From an optimization exercise on the open Yosys and OpenROAD flow, aimed at small area and a short achievable clock period; shortcuts taken in it are not production practice.
Only simulation tests tie the RTL to the original design; equivalence was not proved.
Power figures rest on the tool's default switching activity, not on a simulated workload.

// ethTxTop
module ethTxTop (
  input  logic   clkTx,
  input  logic   rst,
  input  logic   wbCyc,
  input  logic   wbStb,
  input  logic   wbWe,
  input  ethTxPkg::wbAddrT wbAdr,
  input  ethTxPkg::byteT   wbDatW,
  output ethTxPkg::byteT   wbDatR,
  output logic   wbAck,
  output logic   tdP,
  output logic   tdM
);
  logic     bufWrEn;
  ethTxPkg::bufAddrT  bufWrAddr;
  ethTxPkg::byteT     bufWrData;
  logic     rdRestart;
  logic     rdAdvance;
  ethTxPkg::byteT     bufRdData;
  ethTxPkg::txCmdT    txCmd;
  logic     busy;
  ethTxPkg::lineSlotT slot;
  busDecode i_busDecode (
    .clkTx     (clkTx),
    .rst       (rst),
    .wbCyc     (wbCyc),
    .wbStb     (wbStb),
    .wbWe      (wbWe),
    .wbAdr     (wbAdr),
    .wbDatW    (wbDatW),
    .busy      (busy),
    .wbDatR    (wbDatR),
    .wbAck     (wbAck),
    .bufWrEn   (bufWrEn),
    .bufWrAddr (bufWrAddr),
    .bufWrData (bufWrData),
    .txCmd     (txCmd)
  );
  frameRam i_frameRam (
    .clkTx     (clkTx),
    .bufWrEn   (bufWrEn),
    .bufWrAddr (bufWrAddr),
    .bufWrData (bufWrData),
    .rdRestart (rdRestart),
    .rdAdvance (rdAdvance),
  ...
For scale: ~8000 cells after synthesis, roughly 4400 flip-flops, roughly 34 I/O pins, about 110000 sq um of cells after synthesis.
==> module frameRam, before the edit <==
module frameRam (
  input  logic    clkTx,
  input  logic    bufWrEn,
  input  ethTxPkg::bufAddrT bufWrAddr,
  input  ethTxPkg::byteT    bufWrData,
  input  logic    rdRestart,
  input  logic    rdAdvance,
  output ethTxPkg::byteT    bufRdData
);
  localparam int Stages = ethTxPkg::BufDepth;
  function automatic logic [8:0] inc9(input logic [8:0] x);
    logic [8:0] r;
    for (int i = 0; i < 9; i++)
    begin
      r[i] = x[i] ^ (&(x | ~((9'd1 << i) - 9'd1)));
    end
    inc9 = r;
  endfunction
  function automatic logic [8:0] add9(input logic [8:0] a, input logic [8:0] b);
    logic [8:0] g;
    logic [8:0] p;
    logic [9:0] c;
    g = a & b;
    p = a ^ b;
    for (int i = 0; i < 10; i++)
    begin
      c[i] = 1'b0;
      for (int j = 0; j < i; j++)
      begin
        c[i] = c[i] | (g[j] & (&(p | ~(((10'd1 << i) - 10'd1) & ~((10'd2 << j) - 10'd1)))));
      end
    end
    add9 = p ^ c[8:0];
  endfunction
  logic [8:0] t;
  logic [8:0] tNext;
  assign tNext = inc9(t);
  always_ff @(posedge clkTx)
  begin
    t <= tNext;
  end
  logic [8:0] wPos;
  logic       wReq;
  ethTxPkg::byteT wData;
  logic [15:0] wStageHi;
  logic [15:0] wStageLo;
  logic [7:0] wPosHold;
  logic [7:0] wPosNext;
  logic       wGoN;
  logic       wPend;
  ethTxPkg::byteT wHold;
  ethTxPkg::byteT wLane;
  always_ff @(posedge clkTx)
  begin
    wReq  <= bufWrEn;
    wPos  <= add9(bufWrAddr, t);
    wData <= bufWrData;
  end
  assign wPosNext = wPend ? wPosHold : wPos[8:1];
  always_ff @(posedge clkTx)
  begin
    wPosHold <= wPos[8:1];
    wHold    <= wData ^ {8{wPos[1]}};
    wStageHi <= 16'd1 << wPosNext[7:4];
    wStageLo <= 16'd1 << wPosNext[3:0];
  end
  always_ff @(posedge clkTx)
  begin
    wGoN  <= 1'b1;
    wPend <= 1'b0;
    wLane <= '1;
    if (wReq)
    begin
      if (wPos[0])
      begin
        wGoN  <= 1'b0;
        wLane <= wData ^ {8{wPos[1]}};
      end
      else
      begin
        wPend <= 1'b1;
      end
    end
    else if (wPend)
    begin
      wGoN  <= 1'b0;
      wLane <= wHold;
    end
  end
  ethTxPkg::byteT ring [Stages];
  genvar gi;
  generate
    for (gi = 0; gi < Stages; gi = gi + 2)
    begin : gPair
      logic hit;
      logic sel;
      logic selN;
      assign hit  = wStageHi[gi / 32] & wStageLo[(gi / 2) % 16];
      assign selN = ~hit;
      assign sel  = ~(selN | wGoN);
      always_ff @(posedge clkTx)
      begin
        ring[gi]     <= ~((ring[(gi + Stages - 1) % Stages] | {8{sel}}) & (wLane | {8{selN}}));
        ring[gi + 1] <= ring[gi];
      end
    end
  endgenerate
  logic [8:0] rPos;
  logic [8:0] rPos1;
  logic [8:0] rPos2;
  logic [8:0] rPosHiInc;
  ethTxPkg::byteT tap [Stages / 16];
  generate
    for (gi = 0; gi < Stages / 16; gi = gi + 1)
    begin : gTap
      assign tap[gi] = ring[16 * gi + 6];
    end
  endgenerate
  logic [8:0] rPosNext;
  logic       rHit;
  logic [7:0] rSelLo;
  logic [3:0] rSelHi;
  ethTxPkg::byteT rGroup [4];
  ethTxPkg::byteT rGroupQ [4];
  logic       rHitQ;
  logic [3:0] rSelHiQ;
  ethTxPkg::byteT rMux;
  assign rPos1     = inc9(rPos);
  assign rPosHiInc = inc9({1'b0, rPos[8:1]});
  assign rPos2     = {rPosHiInc[7:0], rPos[0]};
  always_comb
  begin
    if (rdRestart)
    begin
      rPosNext = tNext;
    end
    else if (rdAdvance)
    begin
      rPosNext = rPos2;
    end
    else
    begin
      rPosNext = rPos1;
    end
  end
  always_ff @(posedge clkTx)
  begin
    rPos   <= rPosNext;
    rHit   <= (rPosNext[3:0] == 4'd10);
    rSelLo <= 8'd1 << rPosNext[6:4];
    rSelHi <= 4'd1 << rPosNext[8:7];
  end
  always_comb
  begin
    for (int h = 0; h < 4; h++)
    begin
      rGroup[h] = '0;
      for (int i = 0; i < 8; i++)
      begin
        rGroup[h] = rGroup[h] | ({8{rSelLo[i]}} & tap[8 * h + i]);
      end
    end
  end
  always_ff @(posedge clkTx)
  begin
    for (int h = 0; h < 4; h++)
    begin
      rGroupQ[h] <= rGroup[h];
    end
    rHitQ   <= rHit;
    rSelHiQ <= rSelHi;
  end
  always_comb
  begin
    rMux = '0;
    for (int h = 0; h < 4; h++)
    begin
      rMux = rMux | ({8{rSelHiQ[h]}} & rGroupQ[h]);
    end
  end
  always_ff @(posedge clkTx)
  begin
    if (rHitQ)
    begin
      bufRdData <= rMux;
    end
  end
endmodule
make LEC_CHECK=0 CAP_MARGIN=20 CORE_MARGIN=2 CORE_UTILIZATION=55 CTS_CLUSTER_DIAMETER=60 CTS_CLUSTER_SIZE=30 SETUP_SLACK_MARGIN=2.2 SLEW_MARGIN=20 finish   # period 4.5 ns
run.sh (not shown) runs the stock make flow with config.mk's settings and CLKGATE_MAP_FILE= SYNTH_SCRIPT=/design/flow/synth_recipe.tcl, a recipe that flattens the netlist after the stock synthesis.
Rerun with:
--- a/flow/design.v
+++ b/flow/design.v
@@ -137,49 +137,42 @@
   always_ff @(posedge clkTx)
   begin
     t <= tNext;
   end
   logic [8:0] wPos;
-  logic       wReq;
-  ethTxPkg::byteT wData;
   logic [15:0] wStageHi;
   logic [15:0] wStageLo;
   logic [7:0] wPosHold;
   logic [7:0] wPosNext;
   logic       wGoN;
   logic       wPend;
   ethTxPkg::byteT wHold;
   ethTxPkg::byteT wLane;
-  always_ff @(posedge clkTx)
-  begin
-    wReq  <= bufWrEn;
-    wPos  <= add9(bufWrAddr, t);
-    wData <= bufWrData;
-  end
+  assign wPos     = add9(bufWrAddr, t);
   assign wPosNext = wPend ? wPosHold : wPos[8:1];
   always_ff @(posedge clkTx)
   begin
-    wPosHold <= wPos[8:1];
-    wHold    <= wData ^ {8{wPos[1]}};
     wStageHi <= 16'd1 << wPosNext[7:4];
     wStageLo <= 16'd1 << wPosNext[3:0];
   end
   always_ff @(posedge clkTx)
   begin
     wGoN  <= 1'b1;
     wPend <= 1'b0;
     wLane <= '1;
-    if (wReq)
+    if (bufWrEn)
     begin
+      wPosHold <= wPos[8:1];
       if (wPos[0])
       begin
         wGoN  <= 1'b0;
-        wLane <= wData ^ {8{wPos[1]}};
+        wLane <= bufWrData ^ {8{wPos[1]}};
       end
       else
       begin
         wPend <= 1'b1;
+        wHold <= bufWrData ^ {8{wPos[1]}};
       end
     end
     else if (wPend)
     begin
       wGoN  <= 1'b0;
@@ -243,11 +236,11 @@
     end
   end
   always_ff @(posedge clkTx)
   begin
     rPos   <= rPosNext;
-    rHit   <= (rPosNext[3:0] == 4'd10);
+    rHit   <= (rPosNext[3:0] == 4'd9);
     rSelLo <= 8'd1 << rPosNext[6:4];
     rSelHi <= 4'd1 << rPosNext[8:7];
   end
   always_comb
   begin
Effect: The new run reached the layout checks and failed them: antenna violations; routed wire length grows by 1.2%; setup slack is worse by 0.017 ns; worst hold slack is worse by 0.0094 ns; via count increases by 0.36%; final cell count stays flat; core utilization rose by 0.49 points.

========
## the baseline
ethTxTop, a different RTL version from the one above (not shown whole).
For scale: roughly 110000 sq um of cells after synthesis.
==> module frameRam, before the edit <==
module frameRam (
  input  logic    clkTx,
  input  logic    bufWrEn,
  input  ethTxPkg::bufAddrT bufWrAddr,
  input  ethTxPkg::byteT    bufWrData,
  input  logic    rdRestart,
  input  logic    rdAdvance,
  output ethTxPkg::byteT    bufRdData
);
  localparam int Stages = ethTxPkg::BufDepth;
  function automatic logic [8:0] inc9(input logic [8:0] x);
    logic [8:0] r;
    for (int i = 0; i < 9; i++)
    begin
      r[i] = x[i] ^ (&(x | ~((9'd1 << i) - 9'd1)));
    end
    inc9 = r;
  endfunction
  function automatic logic [8:0] add9(input logic [8:0] a, input logic [8:0] b);
    logic [8:0] g;
    logic [8:0] p;
    logic [9:0] c;
    g = a & b;
    p = a ^ b;
    for (int i = 0; i < 10; i++)
    begin
      c[i] = 1'b0;
      for (int j = 0; j < i; j++)
      begin
        c[i] = c[i] | (g[j] & (&(p | ~(((10'd1 << i) - 10'd1) & ~((10'd2 << j) - 10'd1)))));
      end
    end
    add9 = p ^ c[8:0];
  endfunction
  logic [8:0] t;
  logic [8:0] tNext;
  assign tNext = inc9(t);
  always_ff @(posedge clkTx)
  begin
    t <= tNext;
  end
  logic [8:0] wPos;
  logic [15:0] wStageHi;
  logic [15:0] wStageLo;
  logic [7:0] wPosHold;
  logic [7:0] wPosNext;
  logic       wGoN;
  logic       wPend;
  ethTxPkg::byteT wHold;
  ethTxPkg::byteT wLane;
  assign wPos     = add9(bufWrAddr, t);
  assign wPosNext = wPend ? wPosHold : wPos[8:1];
  always_ff @(posedge clkTx)
  begin
    wPosHold <= wPos[8:1];
    wHold    <= bufWrData ^ {8{wPos[1]}};
    wStageHi <= 16'd1 << wPosNext[7:4];
    wStageLo <= 16'd1 << wPosNext[3:0];
  end
  always_ff @(posedge clkTx)
  begin
    wGoN  <= 1'b1;
    wPend <= 1'b0;
    wLane <= '1;
    if (bufWrEn)
    begin
      if (wPos[0])
      begin
        wGoN  <= 1'b0;
        wLane <= bufWrData ^ {8{wPos[1]}};
      end
      else
      begin
        wPend <= 1'b1;
      end
    end
    else if (wPend)
    begin
      wGoN  <= 1'b0;
      wLane <= wHold;
    end
  end
  ethTxPkg::byteT ring [Stages];
  genvar gi;
  generate
    for (gi = 0; gi < Stages; gi = gi + 2)
    begin : gPair
      logic hit;
      logic sel;
      logic selN;
      assign hit  = wStageHi[gi / 32] & wStageLo[(gi / 2) % 16];
      assign selN = ~hit;
      assign sel  = ~(selN | wGoN);
      always_ff @(posedge clkTx)
      begin
        ring[gi]     <= ~((ring[(gi + Stages - 1) % Stages] | {8{sel}}) & (wLane | {8{selN}}));
        ring[gi + 1] <= ring[gi];
      end
    end
  endgenerate
  logic [8:0] rPos;
  logic [8:0] rPos1;
  logic [8:0] rPos2;
  logic [8:0] rPosHiInc;
  ethTxPkg::byteT tap [Stages / 16];
  generate
    for (gi = 0; gi < Stages / 16; gi = gi + 1)
    begin : gTap
      assign tap[gi] = ring[16 * gi + 6];
    end
  endgenerate
  logic [8:0] rPosNext;
  logic       rHit;
  logic [7:0] rSelLo;
  logic [3:0] rSelHi;
  ethTxPkg::byteT rGroup [4];
  ethTxPkg::byteT rGroupQ [4];
  logic       rHitQ;
  logic [3:0] rSelHiQ;
  ethTxPkg::byteT rMux;
  assign rPos1     = inc9(rPos);
  assign rPosHiInc = inc9({1'b0, rPos[8:1]});
  assign rPos2     = {rPosHiInc[7:0], rPos[0]};
  always_comb
  begin
    if (rdRestart)
    begin
      rPosNext = tNext;
    end
    else if (rdAdvance)
    begin
      rPosNext = rPos2;
    end
    else
    begin
      rPosNext = rPos1;
    end
  end
  always_ff @(posedge clkTx)
  begin
    rPos   <= rPosNext;
    rHit   <= (rPosNext[3:0] == 4'd9);
    rSelLo <= 8'd1 << rPosNext[6:4];
    rSelHi <= 4'd1 << rPosNext[8:7];
  end
  always_comb
  begin
    for (int h = 0; h < 4; h++)
    begin
      rGroup[h] = '0;
      for (int i = 0; i < 8; i++)
      begin
        rGroup[h] = rGroup[h] | ({8{rSelLo[i]}} & tap[8 * h + i]);
      end
    end
  end
  always_ff @(posedge clkTx)
  begin
    for (int h = 0; h < 4; h++)
    begin
      rGroupQ[h] <= rGroup[h];
    end
    rHitQ   <= rHit;
    rSelHiQ <= rSelHi;
  end
  always_comb
  begin
    rMux = '0;
    for (int h = 0; h < 4; h++)
    begin
      rMux = rMux | ({8{rSelHiQ[h]}} & rGroupQ[h]);
    end
  end
  always_ff @(posedge clkTx)
  begin
    if (rHitQ)
    begin
      bufRdData <= rMux;
    end
  end
endmodule
==> flow/config.mk <==
export PLATFORM = sky130hd
export DESIGN_NAME = ethTxTop
export DESIGN_NICKNAME = ethTxTop
export VERILOG_FILES = /design/flow/design.v
export SDC_FILE = /design/flow/constraint.sdc
export NUM_CORES = 4
export LEC_CHECK = 0
export CAP_MARGIN = 20
export CORE_MARGIN = 2
export CORE_UTILIZATION = 55
export CTS_CLUSTER_DIAMETER = 60
export CTS_CLUSTER_SIZE = 30
export SETUP_SLACK_MARGIN = 2.2
export SLEW_MARGIN = 20
==> flow/constraint.sdc <==
create_clock -name core_clock -period 4.5 [get_ports {clkTx}]
set_input_delay 0.9000 -clock core_clock [delete_from_list [all_inputs] [get_ports {clkTx}]]
set_output_delay 0.9000 -clock core_clock [all_outputs]
set_load 0.01 [all_outputs]
Input-level comparison between the candidate and the baseline:
--- a/flow/design.v
+++ b/flow/design.v
@@ -141,41 +141,34 @@
   logic [8:0] wPos;
   logic [15:0] wStageHi;
   logic [15:0] wStageLo;
-  logic [7:0] wPosHold;
-  logic [7:0] wPosNext;
-  logic       wGoN;
+  logic       wGo;
   logic       wPend;
   ethTxPkg::byteT wHold;
   ethTxPkg::byteT wLane;
-  assign wPos     = add9(bufWrAddr, t);
-  assign wPosNext = wPend ? wPosHold : wPos[8:1];
+  assign wPos = add9(bufWrAddr, t);
   always_ff @(posedge clkTx)
   begin
-    wPosHold <= wPos[8:1];
-    wHold    <= bufWrData ^ {8{wPos[1]}};
-    wStageHi <= 16'd1 << wPosNext[7:4];
-    wStageLo <= 16'd1 << wPosNext[3:0];
-  end
-  always_ff @(posedge clkTx)
-  begin
-    wGoN  <= 1'b1;
+    wGo   <= 1'b0;
     wPend <= 1'b0;
     wLane <= '1;
     if (bufWrEn)
     begin
+      wStageHi <= 16'd1 << wPos[8:5];
+      wStageLo <= 16'd1 << wPos[4:1];
       if (wPos[0])
       begin
-        wGoN  <= 1'b0;
+        wGo   <= 1'b1;
         wLane <= bufWrData ^ {8{wPos[1]}};
       end
       else
       begin
         wPend <= 1'b1;
+        wHold <= bufWrData ^ {8{wPos[1]}};
       end
     end
     else if (wPend)
     begin
-      wGoN  <= 1'b0;
+      wGo   <= 1'b1;
       wLane <= wHold;
     end
   end
@@ -188,8 +181,8 @@
       logic sel;
       logic selN;
       assign hit  = wStageHi[gi / 32] & wStageLo[(gi / 2) % 16];
+      assign sel  = wGo & hit;
       assign selN = ~hit;
-      assign sel  = ~(selN | wGoN);
       always_ff @(posedge clkTx)
       begin
         ring[gi]     <= ~((ring[(gi + Stages - 1) % Stages] | {8{sel}}) & (wLane | {8{selN}}));
[summary]
Of the two values seen for slowest library cell on the worst path, dfxtp_1 was produced by the baseline and edfxtp_1 by the candidate.
Max layout overhead on the synthesized area across the baseline and the candidate: the baseline
The candidate against the baseline: depth of the worst hold-timing path held; area of the multi-input gates went up about 2.8%; wire length after detailed routing went up 3.2%; portion of total power attributed to the clock network went down 6.2 points; adder and majority cell fraction of the synthesized area held.
Diff the baseline -> the candidate: clock-buffer cell count decreased by 6 relative to the old numbers; normalized max-slew margin up 3.1 points; final worst-path setup slack shows a reduction of 0.053 ns.
Going from the baseline to the candidate, the horizontal extent of the die was found to have gone up by about 0.8%.
Total core area grows by a few percent when moving from the baseline to the candidate.

[afterwards: timing with drivers on the ports]
How much do the figures lean on ideal ports? The routed layouts below were timed once more, with nothing changed but the port constraints.
Step 1 assumes that a clkbuf_16 drives the clock port and a buf_2 every other input.
Step 2, shift: input delay + t, output delay - t, t = (earliest + latest rising clock arrival at the registers) / 2. This alone moves slack from input paths to output paths.
a / b / c = no drivers / after step 1 / after step 2; a / b = the first two.
| run | t, ns | setup WS [ns] | worst setup path at the end | worst slew at a driven data input, ns |
|---|---|---|---|---|
| the first run of note 1 | 0.940 | 2.265 / 2.202 / 1.396 | input to register | 0.06 |
| the second run of note 1 | 0.943 | 2.248 / 2.180 / 1.373 | input to register | 0.04 |
| the baseline | 0.942 | 2.247 / 2.200 / 1.439 | input to register | 0.04 |
| the candidate | 0.946 | 2.194 / 2.182 / 1.387 | input to register | 0.04 |
The setup slack of the second run of note 1, which loses most, moves by -0.068 ns with the drivers and by -0.875 ns with both steps.
